This is an optimization exercise on Yosys and OpenROAD, whose aim is a short achievable clock period and few clock cycles, not a production implementation. Function was checked by simulation only, so behaviour that the tests miss may differ from the original. No activity file was given, so power comes from the tool's default toggle rates.

===== flow/run.sh =====
#!/bin/bash
# synth_recipe.tcl (not shown) runs the flow's synth.tcl, then flattens the netlist and writes it again
# the make line also repeats each setting of config.mk as NAME=value (left out here)
make -C /OpenROAD-flow-scripts/flow DESIGN_CONFIG=/design/flow/config.mk WORK_HOME=/design/flow/orfs CLKGATE_MAP_FILE= SYNTH_SCRIPT=/design/flow/synth_recipe.tcl finish

===== flow/config.mk =====
export PLATFORM = sky130hd
export DESIGN_NAME = rv_alu_core
export DESIGN_NICKNAME = rv_alu_core
export VERILOG_FILES = /design/flow/design.v
export SDC_FILE = /design/flow/constraint.sdc
export NUM_CORES = 4
export LEC_CHECK = 0
export CAP_MARGIN = 20
export CORE_MARGIN = 2
export CORE_UTILIZATION = 40
export SLEW_MARGIN = 20

===== flow/constraint.sdc =====
create_clock -name core_clock -period 5.5 [get_ports {clk}]
set_input_delay 1.1000 -clock core_clock [delete_from_list [all_inputs] [get_ports {clk}]]
set_output_delay 1.1000 -clock core_clock [all_outputs]
set_load 0.01 [all_outputs]

===== flow/design.v =====
package rv_pkg;
    localparam int XLEN       = 32;
    localparam int REG_ADDR_W = 5;
    typedef enum logic [6:0] {
        OP_R_TYPE = 7'b0110011,
        OP_I_TYPE = 7'b0010011
    } opcode_e;
    typedef enum logic [3:0] {
        ALU_ADD  = 4'd0,
        ALU_SUB  = 4'd1,
        ALU_AND  = 4'd2,
        ALU_OR   = 4'd3,
        ALU_XOR  = 4'd4,
        ALU_SLL  = 4'd5,
        ALU_SRL  = 4'd6,
        ALU_SRA  = 4'd7,
        ALU_SLT  = 4'd8,
        ALU_SLTU = 4'd9
    } alu_op_e;
    typedef struct packed {
        logic                  we;
        logic [REG_ADDR_W-1:0] rd;
        logic [XLEN-1:0]       data;
    } reg_write_t;
    typedef struct packed {
        logic                  we;
        logic [REG_ADDR_W-1:0] rd;
        logic [REG_ADDR_W-1:0] rs1;
        logic [REG_ADDR_W-1:0] rs2;
        alu_op_e               alu_op;
        logic                  imm_sel;
        logic [XLEN-1:0]       imm;
    } id_ctrl_t;
    typedef struct packed {
        logic                  we;
        logic [REG_ADDR_W-1:0] rd;
        alu_op_e               alu_op;
        logic                  imm_sel;
        logic [XLEN-1:0]       op1;
        logic [XLEN-1:0]       op2;
        logic [XLEN-1:0]       imm;
    } id_ex_t;
endpackage
`timescale 1ns/100ps
module register_file (
    input  logic                          clk,
    input  logic                          rst_n,
    input  rv_pkg::reg_write_t            wr,
    input  logic [rv_pkg::REG_ADDR_W-1:0] rs1,
    input  logic [rv_pkg::REG_ADDR_W-1:0] rs2,
    output logic [rv_pkg::XLEN-1:0]       rd1,
    output logic [rv_pkg::XLEN-1:0]       rd2
);
    localparam int NUM_REGS = 2 ** rv_pkg::REG_ADDR_W;
    logic [rv_pkg::XLEN-1:0] regs [NUM_REGS];
    always_ff @(posedge clk or negedge rst_n) begin
        if (!rst_n) begin
            for (int i = 0; i < NUM_REGS; i++) begin
                regs[i] <= '0;
            end
        end else if (wr.we) begin
            regs[wr.rd] <= wr.data;
        end
    end
    assign rd1 = (rs1 == '0) ? '0 : regs[rs1];
    assign rd2 = (rs2 == '0) ? '0 : regs[rs2];
endmodule
`timescale 1ns/100ps
module pipeline_control #(
    parameter logic [rv_pkg::XLEN-1:0] RESET_PC = '0
) (
    input  logic                    clk,
    input  logic                    rst_n,
    input  logic [rv_pkg::XLEN-1:0] imem_insn,
    input  rv_pkg::reg_write_t      ex_dest,
    input  rv_pkg::reg_write_t      mem_dest,
    input  rv_pkg::reg_write_t      wb_dest,
    input  rv_pkg::reg_write_t      rf_dest,
    output logic [rv_pkg::XLEN-1:0] imem_addr,
    output rv_pkg::id_ctrl_t        dec,
    output logic                    stall
);
    logic [rv_pkg::XLEN-1:0] pc_q;
    rv_pkg::opcode_e         opcode;
    logic [2:0]              funct3;
    logic                    funct7_alt;
    logic                    is_r_type;
    logic                    is_i_type;
    logic                    raw_hit;
    function automatic logic dest_hit(
        input rv_pkg::reg_write_t          dest,
        input logic [rv_pkg::REG_ADDR_W-1:0] rs1,
        input logic [rv_pkg::REG_ADDR_W-1:0] rs2,
        input logic                        rs2_used
    );
        dest_hit = dest.we && ((dest.rd == rs1) || (rs2_used && (dest.rd == rs2)));
    endfunction
    always_ff @(posedge clk or negedge rst_n) begin
        if (!rst_n) begin
            pc_q <= RESET_PC;
        end else if (!stall) begin
            pc_q <= pc_q + rv_pkg::XLEN'(4);
        end
    end
    assign imem_addr = pc_q;
    assign opcode     = rv_pkg::opcode_e'(imem_insn[6:0]);
    assign funct3     = imem_insn[14:12];
    assign funct7_alt = imem_insn[30];
    assign is_r_type  = (opcode == rv_pkg::OP_R_TYPE);
    assign is_i_type  = (opcode == rv_pkg::OP_I_TYPE);
    always_comb begin
        dec.rd      = imem_insn[11:7];
        dec.rs1     = imem_insn[19:15];
        dec.rs2     = imem_insn[24:20];
        dec.imm_sel = is_i_type;
        dec.imm     = {{(rv_pkg::XLEN-12){imem_insn[31]}}, imem_insn[31:20]};
        dec.we      = (is_r_type || is_i_type) && (imem_insn[11:7] != '0);
        case (funct3)
            3'b000:  dec.alu_op = (is_r_type && funct7_alt) ? rv_pkg::ALU_SUB
                                                            : rv_pkg::ALU_ADD;
            3'b001:  dec.alu_op = rv_pkg::ALU_SLL;
            3'b010:  dec.alu_op = rv_pkg::ALU_SLT;
            3'b011:  dec.alu_op = rv_pkg::ALU_SLTU;
            3'b100:  dec.alu_op = rv_pkg::ALU_XOR;
            3'b101:  dec.alu_op = funct7_alt ? rv_pkg::ALU_SRA : rv_pkg::ALU_SRL;
            3'b110:  dec.alu_op = rv_pkg::ALU_OR;
            default: dec.alu_op = rv_pkg::ALU_AND;
        endcase
    end
    assign raw_hit = dest_hit(ex_dest,  dec.rs1, dec.rs2, is_r_type) ||
                     dest_hit(mem_dest, dec.rs1, dec.rs2, is_r_type) ||
                     dest_hit(wb_dest,  dec.rs1, dec.rs2, is_r_type) ||
                     dest_hit(rf_dest,  dec.rs1, dec.rs2, is_r_type);
    assign stall = (is_r_type || is_i_type) && raw_hit;
endmodule
`timescale 1ns/100ps
module decode_stage (
    input  logic               clk,
    input  logic               rst_n,
    input  rv_pkg::id_ctrl_t   dec,
    input  logic               stall,
    input  rv_pkg::reg_write_t wr,
    output rv_pkg::id_ex_t     id_ex,
    output rv_pkg::reg_write_t ex_dest
);
    logic [rv_pkg::XLEN-1:0] rs1_data;
    logic [rv_pkg::XLEN-1:0] rs2_data;
    rv_pkg::id_ex_t          id_ex_d;
    rv_pkg::id_ex_t          id_ex_q;
    logic                    we_q;
    register_file u_regfile (
        .clk   (clk),
        .rst_n (rst_n),
        .wr    (wr),
        .rs1   (dec.rs1),
        .rs2   (dec.rs2),
        .rd1   (rs1_data),
        .rd2   (rs2_data)
    );
    always_comb begin
        id_ex_d.we      = dec.we && !stall;
        id_ex_d.rd      = dec.rd;
        id_ex_d.alu_op  = dec.alu_op;
        id_ex_d.imm_sel = dec.imm_sel;
        id_ex_d.op1     = rs1_data;
        id_ex_d.op2     = rs2_data;
        id_ex_d.imm     = dec.imm;
    end
    always_ff @(posedge clk or negedge rst_n) begin
        if (!rst_n) begin
            we_q <= 1'b0;
        end else begin
            we_q <= id_ex_d.we;
        end
    end
    always_ff @(posedge clk) begin
        id_ex_q <= id_ex_d;
    end
    always_comb begin
        id_ex    = id_ex_q;
        id_ex.we = we_q;
    end
    assign ex_dest = {we_q, id_ex_q.rd, {rv_pkg::XLEN{1'b0}}};
endmodule
`timescale 1ns/100ps
module execute_stage (
    input  logic               clk,
    input  logic               rst_n,
    input  rv_pkg::id_ex_t     id_ex,
    output rv_pkg::reg_write_t ex_mem
);
    logic [rv_pkg::XLEN-1:0]       op_a;
    logic [rv_pkg::XLEN-1:0]       op_b;
    logic [4:0]                    shamt;
    logic [rv_pkg::XLEN-1:0]       alu_result;
    logic                          we_q;
    logic [rv_pkg::REG_ADDR_W-1:0] rd_q;
    logic [rv_pkg::XLEN-1:0]       data_q;
    assign op_a  = id_ex.op1;
    assign op_b  = id_ex.imm_sel ? id_ex.imm : id_ex.op2;
    assign shamt = op_b[4:0];
    always_comb begin
        case (id_ex.alu_op)
            rv_pkg::ALU_ADD:  alu_result = op_a + op_b;
            rv_pkg::ALU_SUB:  alu_result = op_a - op_b;
            rv_pkg::ALU_AND:  alu_result = op_a & op_b;
            rv_pkg::ALU_OR:   alu_result = op_a | op_b;
            rv_pkg::ALU_XOR:  alu_result = op_a ^ op_b;
            rv_pkg::ALU_SLL:  alu_result = op_a << shamt;
            rv_pkg::ALU_SRL:  alu_result = op_a >> shamt;
            rv_pkg::ALU_SRA:  alu_result = $signed(op_a) >>> shamt;
            rv_pkg::ALU_SLT:
                alu_result = {{(rv_pkg::XLEN-1){1'b0}}, $signed(op_a) < $signed(op_b)};
            rv_pkg::ALU_SLTU:
                alu_result = {{(rv_pkg::XLEN-1){1'b0}}, op_a < op_b};
            default:          alu_result = '0;
        endcase
    end
    always_ff @(posedge clk or negedge rst_n) begin
        if (!rst_n) begin
            we_q <= 1'b0;
        end else begin
            we_q <= id_ex.we;
        end
    end
    always_ff @(posedge clk) begin
        rd_q   <= id_ex.rd;
        data_q <= alu_result;
    end
    assign ex_mem = {we_q, rd_q, data_q};
endmodule
`timescale 1ns/100ps
module retire_stage (
    input  logic               clk,
    input  logic               rst_n,
    input  rv_pkg::reg_write_t ex_mem,
    output rv_pkg::reg_write_t mem_wb,
    output rv_pkg::reg_write_t wb
);
    localparam int DEPTH = 2;
    logic [DEPTH-1:0]              we_q;
    logic [rv_pkg::REG_ADDR_W-1:0] rd_q   [DEPTH];
    logic [rv_pkg::XLEN-1:0]       data_q [DEPTH];
    always_ff @(posedge clk or negedge rst_n) begin
        if (!rst_n) begin
            we_q <= '0;
        end else begin
            we_q <= {we_q[DEPTH-2:0], ex_mem.we};
        end
    end
    always_ff @(posedge clk) begin
        rd_q[0]   <= ex_mem.rd;
        data_q[0] <= ex_mem.data;
        rd_q[1]   <= rd_q[0];
        data_q[1] <= data_q[0];
    end
    assign mem_wb = {we_q[0], rd_q[0], data_q[0]};
    assign wb     = {we_q[1], rd_q[1], data_q[1]};
endmodule
`timescale 1ns/100ps
module rv_pipeline_top #(
    parameter logic [rv_pkg::XLEN-1:0] RESET_PC = '0
) (
    input  logic                    clk,
    input  logic                    rst_n,
    input  logic [rv_pkg::XLEN-1:0] imem_insn,
    output logic [rv_pkg::XLEN-1:0] imem_addr,
    output rv_pkg::reg_write_t      retire
);
    rv_pkg::id_ctrl_t   dec;
    logic               stall;
    rv_pkg::id_ex_t     id_ex;
    rv_pkg::reg_write_t ex_dest;
    rv_pkg::reg_write_t ex_mem;
    rv_pkg::reg_write_t mem_wb;
    rv_pkg::reg_write_t wb;
    pipeline_control #(
        .RESET_PC (RESET_PC)
    ) u_control (
        .clk       (clk),
        .rst_n     (rst_n),
        .imem_insn (imem_insn),
        .ex_dest   (ex_dest),
        .mem_dest  (ex_mem),
        .wb_dest   (mem_wb),
        .rf_dest   (wb),
        .imem_addr (imem_addr),
        .dec       (dec),
        .stall     (stall)
    );
    decode_stage u_decode (
        .clk     (clk),
        .rst_n   (rst_n),
        .dec     (dec),
        .stall   (stall),
        .wr      (wb),
        .id_ex   (id_ex),
        .ex_dest (ex_dest)
    );
    execute_stage u_execute (
        .clk    (clk),
        .rst_n  (rst_n),
        .id_ex  (id_ex),
        .ex_mem (ex_mem)
    );
    retire_stage u_retire (
        .clk    (clk),
        .rst_n  (rst_n),
        .ex_mem (ex_mem),
        .mem_wb (mem_wb),
        .wb     (wb)
    );
    assign retire = wb;
endmodule
`timescale 1ns/100ps
module rv_alu_core (
    input  logic        clk,
    input  logic        rst_n,
    input  logic [31:0] imem_insn,
    output logic [31:0] imem_addr,
    output logic        retire_we,
    output logic [4:0]  retire_rd,
    output logic [31:0] retire_data
);
    rv_pkg::reg_write_t retire;
    rv_pipeline_top #(
        .RESET_PC ('0)
    ) u_core (
        .clk       (clk),
        .rst_n     (rst_n),
        .imem_insn (imem_insn),
        .imem_addr (imem_addr),
        .retire    (retire)
    );
    assign retire_we   = retire.we;
    assign retire_rd   = retire.rd;
    assign retire_data = retire.data;
endmodule

==> summary.txt <==
Run status
  • Outcome: timing/DRC/antenna clean

Yosys
  • Post-synth EDFFs: 0
  • Netlist Area Pre-Place: approximately 62000 µm²
  • Syn avg cell area: roughly 11 µm²
  • Seq/Total Area, Yosys: around 47%
  • Ys async rst share: about 84%
  • Yosys cell types: 81
  • FF+latch count, synth: 1223
  • Yosys warning total: 8
  • Mapped Cells: 5683
  • Ys flop type: dfrtp_1

Drt
  • Via count: between 50000 and 60000
  • Per-cell routed wire length: roughly 41 µm
  • DRT iter0 DRCs: roughly 11000
  • Via density: 7.25
  • Initial DRT Pass Iterations: 11
  • Final WL: ~320000 µm
  • DRC: 0
  • Post-DRT Antenna Nets: 0

Worst setup path
  • Critical path peak fanout: 10
  • CP delay by family, top: compound AO/OA/AOI/OAI gates
  • Critical path class: reg2reg
  • Critical Path RT: 6.20 ns
  • Critical path depth in cells: 15
  • Max incr delay on CP: around 0.50 ns
  • Top cell by count, worst path: buf_4
  • Cell chain of the critical path: buf_4 > inv_1 > a21oi_1 > ha_1 > nor2_1 > nand2_1 > a211oi_1 > a2111oi_2 > o31ai_1 > buf_4 > and2_1 > o21a_1 > o21ai_0 > a21o_1 > a311o_1
  • Startpoint types: flip-flop
  • Buf/Inv on CP: 3
  • CP Capture Type: flip-flop
  • Reg2reg path depth: 15
  • Slowest-stage cell, CP: o31ai_1
  • Worst Path Arrival: 5.60 ns

Die
  • Initial Util: roughly 40%
  • Num rows: 145
  • Die ar.: 159000 µm²
  • Die height: between 300 and 400 µm
  • Die Wd: 399 µm
  • Area of the core: around 160000 µm²
  • I/O pin count: roughly 100

Global routing
  • Vias in the first global route: 54480
  • GRT overflow: 0
  • Pin count of the biggest net entering global routing: 160
  • First-pass GRT wire length: about 440000 µm
  • Tot GR Track Use: between 30% and 40%
  • Initial antenna violation count: 13

STA
  • Layout Skew: roughly 0.038 ns
  • Slew margin rel.: 12.7%
  • Max-slew violations: 0
  • Worst-margin pin slew: 1.31 ns
  • Final period util: 89.0%
  • Fmax achieved: ~200 MHz
  • Hold_ws: between 0.2 and 0.3 ns
  • Crit path time final: ~4.9 ns
  • Fin Setup TNS: 0 ns
  • Final Setup Violations: 0
  • Hold Violations, Final: 0
  • RSZ-0062 raised after global routing: false

Final layout
  • Most common cell after layout, fill and taps aside: dfrtp_1
  • Nets@finish: 5825
  • Share of cells above drive strength 1: roughly 28%
  • Synth-to-layout area growth: 15.5%
  • Most frequent cells in the layout: dfrtp_1, mux2_2, a22oi_1
  • Fill count: approximately 14000

Flow run
  • Number of max-cap violations: 0

CTS
  • CTS tree: yes
  • H-tree levels: 4
  • CTS max path bufs: 3
  • CTS root buf: clkbuf_16
  • Clock Sinks: between 1000 and 1500
  • CTS clk-pin slew, worst paths: about 0.06 ns
  • Hold buffer count at CTS: 0
  • Post-cts resize count: 0
  • Clock latency at the later pin of the worst-skew pair: 0.82 ns
  • # Post-CTS Setup Buffers: 0
  • Inserted Clock Buffers: ~140

Pwr
  • Worst VDD drop: around 0.29 mV
  • Pwr/cell area: roughly 290 nW/µm²
  • Leak: approximately 32 nW

Worst hold path
  • Hold WC Path Type: in2async

Place
  • Placer congestion estimate: around 1
  • Port Buffers: 101
  • Post-DP HPWL: between 200000 and 250000 µm
## flip-flops by register name, indices dropped and copies added, names as in the netlist
name and count:
u_core.u_decode.u_regfile.regs 992, u_core.u_decode.id_ex_q 86, u_core.u_retire.data_q 64, u_core.u_execute.data_q 32, u_core.u_control.pc_q 30, u_core.u_retire.rd_q 10, u_core.u_execute.rd_q 5, u_core.u_retire.we_q 2
u_core.u_decode.we_q 1, u_core.u_execute.we_q 1
## report_power, final
part / internal [W] / total (W) / switching [W]
Combinational: 0.000517 / 0.00185 / 0.00134
Sequential: 0.00916 / 0.00939 / 0.000233
Clock: 0.00549 / 0.00954 / 0.00405
## routing by layer
metal  GRT usage [%]  vias up  part of all wire, %
li1                -    21653                    -
met1            49.6    28603                   37
met2            55.0     5164                   40
met3            15.5     1610                   14
met4            26.9       12                  8.5
met5           0.484        -                0.030
## metrics by stage
step / std cells / cell area (µm²) / utilization [%] / power [W] / setup slack (ns)
after global routing: 7859 / 72100 / 46.3 / 0.0213 / 0.583
after CTS: 7855 / 72000 / 46.3 / 0.0207 / 0.822
after floorplan: 5684 / 62500 / - / 0.0103 / 1.33
after global placement: 7603 / 67300 / 43.3 / 0.0113 / 0.391
final: 7867 / 72100 / 46.3 / 0.0208 / 0.604
after detailed placement: 7605 / 67400 / 43.3 / 0.0113 / 0.312
## layout make-up
cell class	count	area, µm²	area share, %
multi-input cells	3840	31100	43.2
flip-flops and latches	1223	29600	41.1
clock buffers	201	3970	5.51
repair buffers	392	3800	5.27
well taps	2058	2570	3.57
clock inverters	49	648	0.898
inverters	96	360	0.500
diodes	8	20.0	0.0278
## logic make-up (layout without fill, tap and decap cells)
kind of cell	Yosys count	after routing	share of synthesized area (%)
buf+inv	621	738	3.86
other cells	1	10	0.00600
compound gates	1550	1550	18.3
simple gates	1013	1013	7.69
xor+xnor	97	97	1.36
mux	1075	1075	19.3
flops	1223	1223	47.4
fa+ha+maj	103	103	2.09
## synth_stat cells (13+ instances only)
cell	count	share of area (%)
nor2_1	256	1.5
o211ai_1	36	0.43
ha_1	101	2.0
mux2i_1	75	1.2
clkbuf_1	386	2.3
xor2_1	31	0.43
a21oi_1	297	2.4
nand2b_1	20	0.20
o22ai_1	15	0.15
dfxtp_1	197	6.3
a211oi_1	26	0.31
nor3_1	87	0.70
a221oi_1	242	3.4
nand3_1	149	1.2
a222oi_1	65	1.0
buf_1	91	0.55
a22o_1	224	3.1
nor2b_1	14	0.14
buf_2	41	0.33
a21o_1	15	0.18
nand4_1	128	1.3
or3_1	13	0.13
o21ai_0	107	0.86
mux2_2	997	18
inv_1	94	0.56
o221ai_1	19	0.27
nand2_1	257	1.5
a31oi_1	17	0.17
a22oi_1	398	4.8
dfrtp_1	1026	41
and3_1	21	0.21
nor4_1	27	0.27
xnor2_1	66	0.93
## worst paths after layout
check / to / start / slack [ns]
min reg2reg: u_core.u_retire.data_q[0][30] / u_core.u_execute.data_q[30] / 0.32
max: u_core.u_execute.data_q[0] / u_core.u_decode.id_ex_q[96] / 0.60
min in group core_clock: u_core.u_retire.data_q[0][30] / u_core.u_execute.data_q[30] / 0.32
max in group asynchronous: u_core.u_decode.u_regfile.regs[27][9] / rst_n / 3.67
max reg2reg: u_core.u_execute.data_q[0] / u_core.u_decode.id_ex_q[96] / 0.60
min: u_core.u_decode.u_regfile.regs[14][14] / rst_n / 0.28
Testbench counts, summed over its fixed seeds: cycles 51,039.

[afterwards: timing with drivers on the ports]
The results above use ideal ports. As a check the final layout listed here was re-extracted and re-timed, cells and wires unchanged. Step 1, drivers: a clkbuf_16 drives clk and a buf_2 each remaining input, both assumed. Step 2 also shifts input and output timing later by t, the mid clock arrival at the registers, as if the neighbouring blocks saw the same clock. a / b / c = ideal ports / drivers / drivers and shift; a / b = the first two.
shift t [ns]: 0.895
setup WS [ns]: 0.604 / 0.604 / 0.108
worst setup path at the end: input to register
After both steps setup and hold are still met in this run. For this run, drivers alone change the setup slack by 0.000 ns; drivers and shift together by -0.496 ns.
